What follows belongs to an exercise in optimizing a design on an open flow for small area, a short achievable clock period and few clock cycles per item; a production flow would make more cautious choices.
RTL that was checked went through simulation tests only; none was proved equivalent to the original.
No activity file was given, so power comes from the tool's default toggle rates.

==> zinc: inputs <==
// dense_neuron_mac
module dense_neuron_mac #(
  parameter int unsigned N     = nn_pkg::N,
  parameter int unsigned FRAC  = nn_pkg::FRAC,
  parameter int unsigned LEN_W = 9,
  parameter int unsigned ACC_W = 72
) (
  input  logic                    clk,
  input  logic                    rst,
  input  logic                    start,
  input  logic        [LEN_W-1:0] len,
  input  logic signed [N-1:0]     bias,
  input  logic                    relu_en,
  input  logic                    in_valid,
  output logic                    in_ready,
  input  logic signed [N-1:0]     x,
  input  logic signed [N-1:0]     w,
  output logic                    out_valid,
  input  logic                    out_ready,
  output logic signed [N-1:0]     out,
  output logic                    sat,
  output logic                    busy,
  output logic                    done
);
clock: 12.0 ns
lec_check: 0
cap_margin: 20
core_margin: 2
core_utilization: 45
place_density: 0.72
slew_margin: 20
standard.sh (not shown) runs the stock make flow with config.mk's settings and CLKGATE_MAP_FILE= SYNTH_SCRIPT=/design/flow/synth_recipe.tcl, a recipe that flattens the netlist after the stock synthesis.
==> flow/flow/run.sh <==
#!/bin/bash
set -euo pipefail
bash standard.sh 'BUFFER_PORTS_ARGS=-buffer_cell sky130_fd_sc_hd__buf_2' SETUP_SLACK_MARGIN=8.6 TNS_END_PERCENT=2 SKIP_INCREMENTAL_REPAIR=1 SYNTH_ARGS=-noabc finish > flow_standard.log 2>&1
==> inputs of pepper, as changes to zinc <==
==> flow/flow/run.sh (replaced) <==
#!/bin/bash
set -euo pipefail
bash standard.sh 'BUFFER_PORTS_ARGS=-buffer_cell sky130_fd_sc_hd__buf_2' SETUP_SLACK_MARGIN=7.8 TNS_END_PERCENT=0 SKIP_INCREMENTAL_REPAIR=1 SYNTH_ARGS=-noabc finish > flow_standard.log 2>&1
==> inputs of onyx, as changes to zinc <==
==> flow/flow/run.sh (replaced) <==
#!/bin/bash
set -euo pipefail
here=$(pwd)
bash standard.sh 'BUFFER_PORTS_ARGS=-buffer_cell sky130_fd_sc_hd__buf_2' SETUP_SLACK_MARGIN=8.6 TNS_END_PERCENT=0 SKIP_INCREMENTAL_REPAIR=1 SYNTH_ARGS=-noabc "PRE_RESIZE_TCL=$here/flow/pre_resize.tcl" finish > flow_standard.log 2>&1
==> flow/flow/pre_resize.tcl (new file) <==
set_max_fanout 16 [current_design]
==> comparison <==
In flip-flop and latch count, onyx and zinc do not differ. Against pepper, the design area of zinc is larger by 7.6%. Against zinc, the combinational power of pepper is lower by about 26%. Register-to-register slack: pepper < onyx < zinc. Area after synthesis is the same in zinc and pepper.
Testbench counts of zinc, summed over its fixed seeds: cycles 13,071, beats 11,791.
Testbench counts of pepper, summed over its fixed seeds: cycles 13,071, beats 11,791.
Testbench counts of onyx, summed over its fixed seeds: cycles 13,071, beats 11,791.


==> raven: inputs <==
Another version of the RTL of dense_neuron_mac (not shown whole).
==> module fx_round_sat, before the edit <==
module fx_round_sat #(
  parameter int unsigned N     = nn_pkg::N,
  parameter int unsigned FRAC  = nn_pkg::FRAC,
  parameter int unsigned ACC_W = 72
) (
  input  logic [ACC_W-1:0]    acc_s,
  input  logic [ACC_W-1:0]    acc_c,
  input  logic                relu_en,
  output logic signed [N-1:0] out,
  output logic                sat
);
  localparam int unsigned K  = FRAC + N - 1;    
  localparam int unsigned LV = $clog2(ACC_W);
  logic [ACC_W-1:0] p, g, t;
  logic [ACC_W-1:0] pg [LV+1];
  logic [ACC_W-1:0] pp [LV+1];
  logic [ACC_W-1:0] cin;       
  logic [ACC_W-1:0] total;
  logic             ones_hi, zeros_hi, sgn, kill;
  logic signed [N-1:0] res;
  assign p = acc_s ^ acc_c;
  assign g = acc_s & acc_c;
  assign t = acc_s | acc_c;
  assign pg[0] = g;
  assign pp[0] = p;
  for (genvar l = 0; l < LV; l++) begin : g_lvl
    for (genvar i = 0; i < ACC_W; i++) begin : g_bit
      if ((i >> l) & 1) begin : g_join
        localparam int J = ((i >> l) << l) - 1;
        assign pg[l+1][i] = pg[l][i] | (pp[l][i] & pg[l][J]);
        assign pp[l+1][i] = pp[l][i] & pp[l][J];
      end else begin : g_pass
        assign pg[l+1][i] = pg[l][i];
        assign pp[l+1][i] = pp[l][i];
      end
    end
  end
  assign cin   = {pg[LV][ACC_W-2:0], 1'b0};
  assign total = p ^ cin;
  always_comb begin
    ones_hi  = 1'b1;
    zeros_hi = 1'b1;
    for (int i = K + 1; i < ACC_W; i++) begin
      ones_hi  = ones_hi & (p[i] ^ g[i-1]);
      zeros_hi = zeros_hi & ~(p[i] ^ t[i-1]);
    end
    sat  = total[K] ? ~ones_hi : ~zeros_hi;
    sgn  = total[ACC_W-1];
    res  = sat ? {sgn, {(N-1){~sgn}}} : total[K:FRAC];
    kill = relu_en & res[N-1];
    out  = kill ? '0 : res;
  end
endmodule
Settings: LEC_CHECK=0, CAP_MARGIN=20, CORE_MARGIN=2, CORE_UTILIZATION=50, SLEW_MARGIN=20; clock period 12.0 ns.
==> flow/flow/run.sh <==
#!/bin/bash
set -euo pipefail
bash standard.sh 'BUFFER_PORTS_ARGS=-buffer_cell sky130_fd_sc_hd__buf_2' SETUP_SLACK_MARGIN=8.7 TNS_END_PERCENT=0 SKIP_INCREMENTAL_REPAIR=1 finish > flow_standard.log 2>&1
==> nickel: changes against raven <==
--- a/flow/design.v
+++ b/flow/design.v
@@ -24,3 +24,3 @@
   localparam int unsigned K  = FRAC + N - 1;    
-  localparam int unsigned LV = $clog2(ACC_W);
+  localparam int unsigned LV = (ACC_W > 64) ? 7 : (ACC_W > 32) ? 6 : (ACC_W > 16) ? 5 : 4;
   logic [ACC_W-1:0] p, g, t;
==> flow/flow/run.sh (replaced) <==
#!/bin/bash
set -euo pipefail
bash standard.sh 'BUFFER_PORTS_ARGS=-buffer_cell sky130_fd_sc_hd__buf_2' SETUP_SLACK_MARGIN=8.3 TNS_END_PERCENT=0 SKIP_INCREMENTAL_REPAIR=1 SYNTH_ARGS=-noabc finish > flow_standard.log 2>&1
--- a/flow/config.mk
+++ b/flow/config.mk
@@ -9,3 +9,3 @@
 export CORE_MARGIN = 2
-export CORE_UTILIZATION = 50
+export CORE_UTILIZATION = 65
 export SLEW_MARGIN = 20
==> notes.md <==
quantity	nickel	raven
Outcome	no timing/DRC/antenna violations	no timing/DRC/antenna violations
Proportion of power drawn by flip-flops and latches	41.8%	41.7%
Reg2reg setup slack	7.73 ns	7.95 ns
Adder and majority cell fraction of the synthesized area	40.3%	38.5%
Global router's overall resource usage	45.8%	34.6%
Mapped Cells	3114	3485
Count of clock-net buffers in the final layout	44	47
Final period demand of the worst path	4.27 ns	4.05 ns
Peak Freq	234 MHz	247 MHz
Taps Inserted	672	931
Pre-CTS setup slack	7.07 ns	7.42 ns
Total of cells resized after clock tree synthesis	278	247
Critical R2R Launch	acc_s[66]$_DFF_P_	xa[2]$_DFF_P_
Required time of the critical path	12.47 ns	12.45 ns
Testbench counts of nickel, summed over its fixed seeds: cycles 13,071, beats 11,791.
Function not checked in raven: the RTL went through the layout flow alone.

[re-timing with driven ports]
No port has a modelled driver above. Below, the same layouts with a new extraction and two added sets of constraints.
Step 1, drivers: a clkbuf_16 drives clk and a buf_2 each remaining input, both assumed.
Step 2 moves the port delays by t, midway between the first and last clock arrival at a register: inputs arrive t later, outputs are due t later. That takes back most of the time a late clock gives input paths.
Three values: no drivers, after step 1, after step 2; two values: the first two.
| run | t (ns) | setup WS [ns] | worst hold slack (ns) | worst setup path after step 2 |
|---|---|---|---|---|
| zinc | 0.629 | 8.245 / 8.245 / 8.229 | 0.352 / 0.352 / 0.352 | input to register |
| pepper | 0.621 | 7.572 / 7.572 / 7.572 | 0.363 / 0.363 / 0.363 | register to register |
| onyx | 0.619 | 7.918 / 7.918 / 7.573 | 0.353 / 0.353 / 0.353 | input to register |
| raven | 0.643 | 7.947 / 7.947 / 7.629 | 0.358 / 0.358 / 0.358 | input to register |
| nickel | 0.645 | 7.730 / 7.730 / 7.605 | 0.371 / 0.371 / 0.371 | input to register |
After both steps setup and hold are still met in every run listed. For onyx, which loses most, drivers alone change the setup slack by 0.000 ns; drivers and shift together by -0.345 ns.
